Context: an optimization exercise on an open-source flow, tuned for small area, a short achievable clock period and few clock cycles per item. The choices shown serve that exercise and are no tape-out recipe. The RTL was checked by simulation tests, not by an equivalence proof against the original design.

==> run R: inputs <==
==> flow/design.v <==
package mdu_pkg;
  localparam int CNT_W = 4;
  localparam int MULT_CYCLES_DEF = 5;
  localparam int DIV_CYCLES_DEF = 10;
  localparam logic [3:0] MD_NOP   = 4'd0;
  localparam logic [3:0] MD_MULT  = 4'd1;
  localparam logic [3:0] MD_MULTU = 4'd2;
  localparam logic [3:0] MD_DIV   = 4'd3;
  localparam logic [3:0] MD_DIVU  = 4'd4;
  localparam logic [3:0] MD_MTHI  = 4'd5;
  localparam logic [3:0] MD_MTLO  = 4'd6;
  localparam logic [3:0] MD_MADD  = 4'd7;
  localparam logic [3:0] MD_MADDU = 4'd8;
  localparam logic [3:0] MD_MSUB  = 4'd9;
  localparam logic [3:0] MD_MSUBU = 4'd10;
endpackage
  function automatic logic is_madd_op(input logic [3:0] op);
    is_madd_op = 1'b0;
  endfunction
  function automatic logic is_mul_op(input logic [3:0] op);
    is_mul_op = op == mdu_pkg::MD_MULT || op == mdu_pkg::MD_MULTU || is_madd_op(op);
  endfunction
  function automatic logic is_div_op(input logic [3:0] op);
    is_div_op = op == mdu_pkg::MD_DIV || op == mdu_pkg::MD_DIVU;
  endfunction
  function automatic logic is_signed_op(input logic [3:0] op);
    is_signed_op = op == mdu_pkg::MD_MULT || op == mdu_pkg::MD_DIV ||
                   op == mdu_pkg::MD_MADD || op == mdu_pkg::MD_MSUB;
  endfunction
module md_row (
  input  logic [32:0] a,
  input  logic [34:0] b,
  input  logic        cin,
  input  logic        div,
  input  logic        msel,
  output logic [34:0] o,
  output logic        sel
);
  logic [34:0] s;
  assign s = {a[32], a[32], a} + b + {34'd0, cin};
  assign sel = div ? ~s[34] : msel;
  assign o = sel ? s : {a[32], a[32], a};
endmodule
module md_lzc (
  input  logic [31:0] v,
  output logic [5:0]  n
);
  logic [15:0] z1;  logic [15:0] c1;
  logic [7:0]  z2;  logic [15:0] c2;
  logic [3:0]  z3;  logic [11:0] c3;
  logic [1:0]  z4;  logic [7:0]  c4;
  logic        z5;  logic [4:0]  c5;
  for (genvar g = 0; g < 16; g++) begin : g_l1
    assign z1[g] = ~v[2*g+1] & ~v[2*g];
    assign c1[g] = ~v[2*g+1];
  end
  for (genvar g = 0; g < 8; g++) begin : g_l2
    assign z2[g] = z1[2*g+1] & z1[2*g];
    assign c2[2*g+1:2*g] = z1[2*g+1] ? {1'b1, c1[2*g]} : {1'b0, c1[2*g+1]};
  end
  for (genvar g = 0; g < 4; g++) begin : g_l3
    assign z3[g] = z2[2*g+1] & z2[2*g];
    assign c3[3*g+2:3*g] = z2[2*g+1] ? {1'b1, c2[4*g+1:4*g]} : {1'b0, c2[4*g+3:4*g+2]};
  end
  for (genvar g = 0; g < 2; g++) begin : g_l4
    assign z4[g] = z3[2*g+1] & z3[2*g];
    assign c4[4*g+3:4*g] = z3[2*g+1] ? {1'b1, c3[6*g+2:6*g]} : {1'b0, c3[6*g+5:6*g+3]};
  end
  assign z5 = z4[1] & z4[0];
  assign c5 = z4[1] ? {1'b1, c4[3:0]} : {1'b0, c4[7:4]};
  assign n = z5 ? 6'd32 : {1'b0, c5};
endmodule
module md_cneg (
  input  logic [31:0] v,
  input  logic        s,
  output logic [31:0] o
);
  logic [31:0] p [0:5];    
  assign p[0] = v;
  for (genvar l = 0; l < 5; l++) begin : g_l
    for (genvar i = 0; i < 32; i++) begin : g_b
      if (i >= 2 ** l) begin : g_or
        assign p[l+1][i] = p[l][i] | p[l][i-2**l];
      end else begin : g_cp
        assign p[l+1][i] = p[l][i];
      end
    end
  end
  assign o = v ^ ({p[5][30:0], 1'b0} & {32{s}});
endmodule
module md_unit (
  input  logic        clk,
  input  logic        reset_n,
  input  logic        start,
  input  logic [3:0]  op,
  input  logic [31:0] a,
  input  logic [31:0] b,
  output logic        busy,
  output logic [31:0] hi,
  output logic [31:0] lo
);
  function automatic logic is_madd_op(input logic [3:0] op);
    is_madd_op = 1'b0;
  endfunction
  function automatic logic is_mul_op(input logic [3:0] op);
    is_mul_op = op == mdu_pkg::MD_MULT || op == mdu_pkg::MD_MULTU || is_madd_op(op);
  endfunction
  function automatic logic is_div_op(input logic [3:0] op);
    is_div_op = op == mdu_pkg::MD_DIV || op == mdu_pkg::MD_DIVU;
  endfunction
  function automatic logic is_signed_op(input logic [3:0] op);
    is_signed_op = op == mdu_pkg::MD_MULT || op == mdu_pkg::MD_DIV ||
                   op == mdu_pkg::MD_MADD || op == mdu_pkg::MD_MSUB;
  endfunction
  localparam int K = 4;             
  localparam int NC = 32 / K;       
  localparam int NM = 16 / K;       
  localparam logic [1:0] S_MUL = 2'd0, S_DIV = 2'd1, S_MC = 2'd3;
  logic [1:0]  st;
  logic        first;
  logic [3:0]  cnt;
  logic [32:0] x;       
  logic [31:0] areg;    
  logic        hx;
  logic        bprev;
  logic        sg;
  logic        mcorr;
  logic        dcin;
  logic        qneg, rneg;
  logic        sgn_in;
  assign sgn_in = is_signed_op(op);
  logic        is_div, dfirst;
  assign is_div = st == S_DIV;
  assign dfirst = is_div && first;
  logic [31:0] cn_a;
  md_cneg u_cna (.v(areg), .s(na), .o(cn_a));
  logic        na, nd, dz;
  logic [31:0] n_abs;
  logic [5:0]  lzn, lzd;
  logic [6:0]  steps;         
  logic        q0;
  logic [3:0]  dcyc;          
  logic [63:0] al_d;
  assign na = sg & areg[31];
  assign nd = x[32];
  assign dz = x[31:0] == 32'd0;
  assign n_abs = cn_a;
  logic [5:0] lzn_raw;
  md_lzc u_lzn (.v(areg ^ {32{na}}), .n(lzn_raw));
  assign lzn = lzn_raw - {5'd0, na};
  md_lzc u_lzd (.v(x[31:0] ^ {32{nd}}), .n(lzd));
  assign steps = {1'b0, lzd} - {1'b0, lzn} + 7'd1;
  assign q0 = steps[6] || steps == 7'd0;
  assign dcyc = (steps > 7'd32) ? 4'(NC) :
                (steps <= 7'(K) && (na | nd)) ? 4'd2 : 4'((steps + 7'(K - 1)) / K);
  logic [2:0] dsh;       
  assign dsh = 3'(4'(NC) - dcyc);
  logic [31:0] rot1, rot2, rot3, dmask;
  assign rot1 = dsh[0] ? {n_abs[27:0], n_abs[31:28]} : n_abs;
  assign rot2 = dsh[1] ? {rot1[23:0], rot1[31:24]} : rot1;
  assign rot3 = dsh[2] ? {rot2[15:0], rot2[31:16]} : rot2;
  assign dmask = ~(32'hFFFF_FFFF << {dsh, 2'b00});
  assign al_d = {rot3 & dmask, rot3 & ~dmask};
  logic [31:0] lo_e;      
  logic [32:0] bsrc;
  logic [32:0] ra [0:K];
  logic [34:0] ro [0:K-1];
  logic [K-1:0] rsel;
  logic        rcin;
  assign lo_e = dfirst ? al_d[31:0] : lo;
  assign bsrc = x ^ {33{dfirst & ~nd}};
  assign rcin = dfirst ? ~nd : dcin;
  assign ra[0] = dfirst ? {al_d[63:32], al_d[31]} : (is_div ? {hi, lo[31]} : {hx, hi});
  for (genvar i = 0; i < K; i++) begin : g_row
    logic b2, b1, b0;
    logic neg, two, nz;
    logic [34:0] rb;
    assign b2 = lo[2*i+1];
    assign b1 = lo[2*i];
    if (i == 0) begin : g_p0
      assign b0 = bprev;
    end else begin : g_pi
      assign b0 = lo[2*i-1];
    end
    always_comb begin
      if (is_div) begin
        neg = 1'b0; two = 1'b0; nz = 1'b0;
      end else if (st == S_MC) begin
        neg = 1'b0; two = 1'b0; nz = (i == 0);
      end else begin
        neg = b2 & ~(b1 & b0);
        two = (b2 & ~b1 & ~b0) | (~b2 & b1 & b0);
        nz  = ~((b2 & b1 & b0) | (~b2 & ~b1 & ~b0));
      end
    end
    assign rb = (two ? {bsrc[32], bsrc, 1'b0} : {bsrc[32], bsrc[32], bsrc}) ^ {35{neg}};
    md_row u_row (
      .a(ra[i]), .b(rb), .cin(is_div ? rcin : neg), .div(is_div), .msel(nz), .o(ro[i]),
      .sel(rsel[i])
    );
    if (i < K - 1) begin : g_next
      assign ra[i+1] = is_div ? {ro[i][31:0], lo_e[30-i]} : ro[i][34:2];
    end else begin : g_end
      assign ra[i+1] = is_div ? {1'b0, ro[i][31:0]} : ro[i][34:2];
    end
  end
  logic [K-1:0]   qbits;
  logic [2*K-1:0] pbits;
  for (genvar i = 0; i < K; i++) begin : g_bits
    assign qbits[K-1-i] = rsel[i];
    assign pbits[2*i+1:2*i] = ro[i][1:0];
  end
  logic [32:0] acc_o;
  logic [31:0] lo_mul, lo_div, rem_o, quo_o;
  logic        dlast;
  assign acc_o  = ra[K];
  assign lo_mul = {pbits, lo[31:2*K]};
  assign lo_div = {lo_e[31-K:0], qbits};
  assign dlast = !first && cnt == 4'(NC - 1);
  md_cneg u_cnr (.v(ra[K][31:0]), .s(dlast & rneg), .o(rem_o));
  md_cneg u_cnq (.v(lo_div), .s(dlast & qneg), .o(quo_o));
  logic [31:0] mrest_mask, mrest;
  logic        mdone;
  logic [63:0] al_m;
  assign mrest_mask = 32'hFFFF_FFFF >> (6'((cnt + 4'd1) * 2 * K));
  assign mrest = lo_mul & mrest_mask;
  assign mdone = lo[2*K-1] ? (mrest == mrest_mask) : (mrest == 32'd0);
  logic [1:0]  msh;       
  logic [95:0] um, ums;
  assign msh = mdone ? 2'd3 - cnt[1:0] : 2'd0;
  assign um = {{31{acc_o[32]}}, acc_o, lo_mul};
  assign ums = um >> {msh, 3'b000};
  assign al_m = ums[63:0];
  logic acc_go;
  assign acc_go = start && !busy;
  always_ff @(posedge clk) begin
    areg <= a;
  end
  always_ff @(posedge clk) begin
    if (acc_go) begin
      if (is_mul_op(op)) begin
        x     <= {sgn_in & a[31], a};
        mcorr <= !sgn_in & b[31];
        hx    <= 1'b0;
        bprev <= 1'b0;
      end else if (is_div_op(op)) begin
        x     <= {sgn_in & b[31], b};
        sg    <= sgn_in;
      end
    end else if (busy) begin
      if (dfirst) begin
        x     <= bsrc;
        dcin  <= ~nd;
        qneg  <= na ^ nd;
        rneg  <= na;
      end else if (st == S_MUL) begin
        hx    <= acc_o[32];
        bprev <= lo[2*K-1];
      end
    end
  end
  always_ff @(posedge clk or negedge reset_n) begin
    if (!reset_n) begin
      hi    <= '0;
      lo    <= '0;
      busy  <= 1'b0;
      st    <= S_MUL;
      first <= 1'b0;
      cnt   <= 4'd0;
    end else if (!busy) begin
      if (start) begin
        if (is_mul_op(op)) begin
          hi   <= '0;
          lo   <= b;
          busy <= 1'b1;
          st   <= S_MUL;
          cnt  <= 4'd0;
        end else if (is_div_op(op)) begin
          busy  <= 1'b1;
          st    <= S_DIV;
          first <= 1'b1;
        end else if (op == mdu_pkg::MD_MTHI) begin
          hi <= a;
        end else if (op == mdu_pkg::MD_MTLO) begin
          lo <= a;
        end
      end
    end else begin
      case (st)
        S_MUL: begin
          cnt <= cnt + 4'd1;
          {hi, lo} <= al_m;
          if (mdone) begin
            if (mcorr) st <= S_MC;
            else busy <= 1'b0;
          end
        end
        S_MC: begin
          hi   <= ro[0][31:0];
          st   <= S_MUL;
          busy <= 1'b0;
        end
        S_DIV: begin
          first <= 1'b0;
          if (dfirst && dz) begin
            busy <= 1'b0;
          end else if (dfirst && q0) begin
            hi   <= areg;
            lo   <= '0;
            busy <= 1'b0;
          end else begin
            hi  <= rem_o;
            lo  <= quo_o;
            cnt <= dfirst ? 4'(NC + 1) - dcyc : cnt + 4'd1;
            if (dfirst ? dcyc == 4'd1 : cnt == 4'(NC - 1)) busy <= 1'b0;
          end
        end
        default: ;
      endcase
    end
  end
endmodule
==> flow/flow/run.sh <==
#!/bin/bash
set -uo pipefail
bash standard.sh "BUFFER_PORTS_ARGS=-buffer_cell sky130_fd_sc_hd__buf_4" SETUP_SLACK_MARGIN=103.2 finish > standard.log 2>&1
==> flow/standard.sh <==
#!/bin/bash
# synth_recipe.tcl (not shown) runs the flow's synth.tcl, then flattens the netlist and writes it again
# the make line also repeats each setting of config.mk as NAME=value (left out here)
make -C /OpenROAD-flow-scripts/flow DESIGN_CONFIG=/design/flow/config.mk WORK_HOME=/design/flow/orfs CLKGATE_MAP_FILE= SYNTH_SCRIPT=/design/flow/synth_recipe.tcl "${@:-finish}"
==> flow/config.mk <==
export PLATFORM = sky130hd
export DESIGN_NAME = md_unit
export DESIGN_NICKNAME = md_unit
export VERILOG_FILES = /design/flow/design.v
export SDC_FILE = /design/flow/constraint.sdc
export NUM_CORES = 4
export LEC_CHECK = 0
export ABC_AREA = 1
export CAP_MARGIN = 20
export CORE_MARGIN = 2
export CORE_UTILIZATION = 40
export SLEW_MARGIN = 20
==> flow/constraint.sdc <==
create_clock -name core_clock -period 130.0 [get_ports {clk}]
set_input_delay 26.0000 -clock core_clock [delete_from_list [all_inputs] [get_ports {clk}]]
set_output_delay 26.0000 -clock core_clock [all_outputs]
set_load 0.01 [all_outputs]
==> run Z: changes against run R <==
--- a/flow/design.v
+++ b/flow/design.v
@@ -36,8 +36,32 @@
   output logic [34:0] o,
   output logic        sel
 );
-  logic [34:0] s;
-  assign s = {a[32], a[32], a} + b + {34'd0, cin};
+  localparam int W = 35;
+  logic [W-1:0] aa, p0, g, p, c;
+  logic [W-1:0] s;
+  always_comb begin
+    aa = {a[32], a[32], a};
+    p0 = aa ^ b;
+    g = aa & b;
+    g[0] = g[0] | (p0[0] & cin);
+    p = p0;
+    g = g | (p & (g << 1) & 35'h2AAAAAAAA);
+    p = p & ((p << 1) | ~35'h2AAAAAAAA);
+    g = g | (p & (g << 2) & 35'h088888888);
+    p = p & ((p << 2) | ~35'h088888888);
+    g = g | (p & (g << 4) & 35'h080808080);
+    p = p & ((p << 4) | ~35'h080808080);
+    g = g | (p & (g << 8) & 35'h080008000);
+    p = p & ((p << 8) | ~35'h080008000);
+    g = g | (p & (g << 16) & 35'h080000000);
+    p = p & ((p << 16) | ~35'h080000000);
+    g = g | (p & (g << 8) & 35'h000800000);
+    g = g | (p & (g << 4) & 35'h008080800);
+    g = g | (p & (g << 2) & 35'h222222220);
+    g = g | (p & (g << 1) & 35'h555555554);
+    c = {g[W-2:0], cin};
+    s = p0 ^ c;
+  end
   assign sel = div ? ~s[34] : msel;
   assign o = sel ? s : {a[32], a[32], a};
 endmodule
@@ -75,18 +99,34 @@
   input  logic        s,
   output logic [31:0] o
 );
-  logic [31:0] p [0:5];    
-  assign p[0] = v;
-  for (genvar l = 0; l < 5; l++) begin : g_l
-    for (genvar i = 0; i < 32; i++) begin : g_b
-      if (i >= 2 ** l) begin : g_or
-        assign p[l+1][i] = p[l][i] | p[l][i-2**l];
-      end else begin : g_cp
-        assign p[l+1][i] = p[l][i];
-      end
+  logic [31:0] p;          
+  always_comb begin
+    p = v;
+    p = p | ((p << 1) & 32'hAAAAAAAA);
+    p = p | ((p << 2) & 32'h88888888);
+    p = p | ((p << 4) & 32'h80808080);
+    p = p | ((p << 8) & 32'h80008000);
+    p = p | ((p << 16) & 32'h80000000);
+    p = p | ((p << 8) & 32'h00800000);
+    p = p | ((p << 4) & 32'h08080800);
+    p = p | ((p << 2) & 32'h22222220);
+    p = p | ((p << 1) & 32'h55555554);
+  end
+  assign o = v ^ ({p[30:0], 1'b0} & {32{s}});
+endmodule
+module md_cneg_r (
+  input  logic [31:0] v,
+  input  logic        s,
+  output logic [31:0] o
+);
+  logic [31:0] p;          
+  always_comb begin
+    p[0] = 1'b0;
+    for (int i = 1; i < 32; i++) begin
+      p[i] = p[i-1] | (s & v[i-1]);
     end
   end
-  assign o = v ^ ({p[5][30:0], 1'b0} & {32{s}});
+  assign o = v ^ p;
 endmodule
 module md_unit (
   input  logic        clk,
@@ -142,13 +182,13 @@
   logic [3:0]  dcyc;          
   logic [63:0] al_d;
   assign na = sg & areg[31];
-  assign nd = x[32];
-  assign dz = x[31:0] == 32'd0;
+  assign nd = ~dcin;
+  assign dz = dcin && x[31:0] == 32'hFFFF_FFFF;
   assign n_abs = cn_a;
   logic [5:0] lzn_raw;
   md_lzc u_lzn (.v(areg ^ {32{na}}), .n(lzn_raw));
   assign lzn = lzn_raw - {5'd0, na};
-  md_lzc u_lzd (.v(x[31:0] ^ {32{nd}}), .n(lzd));
+  md_lzc u_lzd (.v(~x[31:0]), .n(lzd));
   assign steps = {1'b0, lzd} - {1'b0, lzn} + 7'd1;
   assign q0 = steps[6] || steps == 7'd0;
   assign dcyc = (steps > 7'd32) ? 4'(NC) :
@@ -168,8 +208,8 @@
   logic [K-1:0] rsel;
   logic        rcin;
   assign lo_e = dfirst ? al_d[31:0] : lo;
-  assign bsrc = x ^ {33{dfirst & ~nd}};
-  assign rcin = dfirst ? ~nd : dcin;
+  assign bsrc = x;
+  assign rcin = dcin;
   assign ra[0] = dfirst ? {al_d[63:32], al_d[31]} : (is_div ? {hi, lo[31]} : {hx, hi});
   for (genvar i = 0; i < K; i++) begin : g_row
     logic b2, b1, b0;
@@ -217,8 +257,8 @@
   assign lo_mul = {pbits, lo[31:2*K]};
   assign lo_div = {lo_e[31-K:0], qbits};
   assign dlast = !first && cnt == 4'(NC - 1);
-  md_cneg u_cnr (.v(ra[K][31:0]), .s(dlast & rneg), .o(rem_o));
-  md_cneg u_cnq (.v(lo_div), .s(dlast & qneg), .o(quo_o));
+  md_cneg_r u_cnr (.v(ra[K][31:0]), .s(dlast & rneg), .o(rem_o));
+  md_cneg_r u_cnq (.v(lo_div), .s(dlast & qneg), .o(quo_o));
   logic [31:0] mrest_mask, mrest;
   logic        mdone;
   logic [63:0] al_m;
@@ -244,13 +284,12 @@
         hx    <= 1'b0;
         bprev <= 1'b0;
       end else if (is_div_op(op)) begin
-        x     <= {sgn_in & b[31], b};
+        x     <= {1'b1, b ^ {32{~(sgn_in & b[31])}}};
+        dcin  <= ~(sgn_in & b[31]);
         sg    <= sgn_in;
       end
     end else if (busy) begin
       if (dfirst) begin
-        x     <= bsrc;
-        dcin  <= ~nd;
         qneg  <= na ^ nd;
         rneg  <= na;
       end else if (st == S_MUL) begin
==> flow/flow/run.sh (replaced) <==
#!/bin/bash
set -uo pipefail
bash standard.sh "BUFFER_PORTS_ARGS=-buffer_cell sky130_fd_sc_hd__buf_1" SETUP_SLACK_MARGIN=102.5 finish > standard.log 2>&1
CORE_UTILIZATION = 52   (was 40)
==> run K: changes against run R <==
--- a/flow/design.v
+++ b/flow/design.v
@@ -36,8 +36,32 @@
   output logic [34:0] o,
   output logic        sel
 );
-  logic [34:0] s;
-  assign s = {a[32], a[32], a} + b + {34'd0, cin};
+  localparam int W = 35;
+  logic [W-1:0] aa, p0, g, p, c;
+  logic [W-1:0] s;
+  always_comb begin
+    aa = {a[32], a[32], a};
+    p0 = aa ^ b;
+    g = aa & b;
+    g[0] = g[0] | (p0[0] & cin);
+    p = p0;
+    g = g | (p & (g << 1) & 35'h2AAAAAAAA);
+    p = p & ((p << 1) | ~35'h2AAAAAAAA);
+    g = g | (p & (g << 2) & 35'h088888888);
+    p = p & ((p << 2) | ~35'h088888888);
+    g = g | (p & (g << 4) & 35'h080808080);
+    p = p & ((p << 4) | ~35'h080808080);
+    g = g | (p & (g << 8) & 35'h080008000);
+    p = p & ((p << 8) | ~35'h080008000);
+    g = g | (p & (g << 16) & 35'h080000000);
+    p = p & ((p << 16) | ~35'h080000000);
+    g = g | (p & (g << 8) & 35'h000800000);
+    g = g | (p & (g << 4) & 35'h008080800);
+    g = g | (p & (g << 2) & 35'h222222220);
+    g = g | (p & (g << 1) & 35'h555555554);
+    c = {g[W-2:0], cin};
+    s = p0 ^ c;
+  end
   assign sel = div ? ~s[34] : msel;
   assign o = sel ? s : {a[32], a[32], a};
 endmodule
@@ -75,18 +99,28 @@
   input  logic        s,
   output logic [31:0] o
 );
-  logic [31:0] p [0:5];    
-  assign p[0] = v;
-  for (genvar l = 0; l < 5; l++) begin : g_l
-    for (genvar i = 0; i < 32; i++) begin : g_b
-      if (i >= 2 ** l) begin : g_or
-        assign p[l+1][i] = p[l][i] | p[l][i-2**l];
-      end else begin : g_cp
-        assign p[l+1][i] = p[l][i];
-      end
+  logic [31:0] p;          
+  always_comb begin
+    p = v;
+    for (int l = 0; l < 5; l++) begin
+      p = p | (p << (2 ** l));
+    end
+  end
+  assign o = v ^ ({p[30:0], 1'b0} & {32{s}});
+endmodule
+module md_cneg_r (
+  input  logic [31:0] v,
+  input  logic        s,
+  output logic [31:0] o
+);
+  logic [31:0] p;          
+  always_comb begin
+    p[0] = 1'b0;
+    for (int i = 1; i < 32; i++) begin
+      p[i] = p[i-1] | (s & v[i-1]);
     end
   end
-  assign o = v ^ ({p[5][30:0], 1'b0} & {32{s}});
+  assign o = v ^ p;
 endmodule
 module md_unit (
   input  logic        clk,
@@ -217,8 +251,8 @@
   assign lo_mul = {pbits, lo[31:2*K]};
   assign lo_div = {lo_e[31-K:0], qbits};
   assign dlast = !first && cnt == 4'(NC - 1);
-  md_cneg u_cnr (.v(ra[K][31:0]), .s(dlast & rneg), .o(rem_o));
-  md_cneg u_cnq (.v(lo_div), .s(dlast & qneg), .o(quo_o));
+  md_cneg_r u_cnr (.v(ra[K][31:0]), .s(dlast & rneg), .o(rem_o));
+  md_cneg_r u_cnq (.v(lo_div), .s(dlast & qneg), .o(quo_o));
   logic [31:0] mrest_mask, mrest;
   logic        mdone;
   logic [63:0] al_m;
==> flow/flow/run.sh (replaced) <==
#!/bin/bash
set -uo pipefail
bash standard.sh "BUFFER_PORTS_ARGS=-buffer_cell sky130_fd_sc_hd__buf_4" SETUP_SLACK_MARGIN=102.5 finish > standard.log 2>&1
==> results.txt <==
quantity                                                            run R         run K         run Z
Logic depth of the worst setup path including buffers                  10             1            13
Tcrit/Tclk final                                                    20.9%         21.1%         21.1%
Fraction of layout instances using a drive strength above 1         12.6%         9.89%         7.49%
Launch instance of the worst min-delay path                        cnt[2]        cnt[3]        cnt[3]
Final routed wirelength across all metal layers                 195000 um     156000 um     136000 um
Status                                   no timing/DRC/antenna violations  no timing/DRC/antenna violations  no timing/DRC/antenna violations
Vias after detailed routing                                         41600         32600         31200
Core outline area                                            0.0761 sq mm  0.0675 sq mm  0.0501 sq mm
Synthesized instance count                                           5538          4427          4167
Largest fanout on the critical path                                     7             7            16
Die H                                                              282 um        266 um        229 um
FF-to-FF path depth                                                   112           121           111
Global router's overall resource usage                              47.6%         43.1%         50.1%
Worst min-delay path endpoint                                      cnt[2]        cnt[3]        cnt[3]
Testbench counts of run R, summed over its fixed seeds: cycles 278,486, ops 80,000.
Testbench counts of run Z, summed over its fixed seeds: cycles 278,486, ops 80,000.
Testbench counts of run K, summed over its fixed seeds: cycles 278,486, ops 80,000.

==> port drivers added, routing unchanged <==
How much do the figures lean on ideal ports? The routed layouts below were timed once more, with nothing changed but the port constraints. Step 1 sets driving cells, clkbuf_16 on the clock port and buf_2 on the other inputs (assumed; they add their load-dependent delay and slew). Step 2 adds t to the input delays and takes it off the output delays; t is the mean of the earliest and latest rising clock arrival at the registers after step 1. Input paths then give back, and output paths get back, about the clock's delay inside the block. Slacks: ideal ports / drivers / drivers and shift; pairs: ideal ports / drivers.
run | t (ns) | setup slack, ns | worst data-port slew with drivers (ns) | cell pins on the clock port's net
run R | 0.514 | 102.803 / 102.780 / 102.294 | 0.11 | 1
run Z | 0.472 | 102.553 / 102.558 / 102.107 | 0.06 | 1
run K | 0.506 | 102.546 / 102.490 / 102.070 | 0.05 | 1
After both steps every run listed still meets setup and hold. The setup slack of run R, which loses most, moves by -0.023 ns with the drivers and by -0.509 ns with both steps.
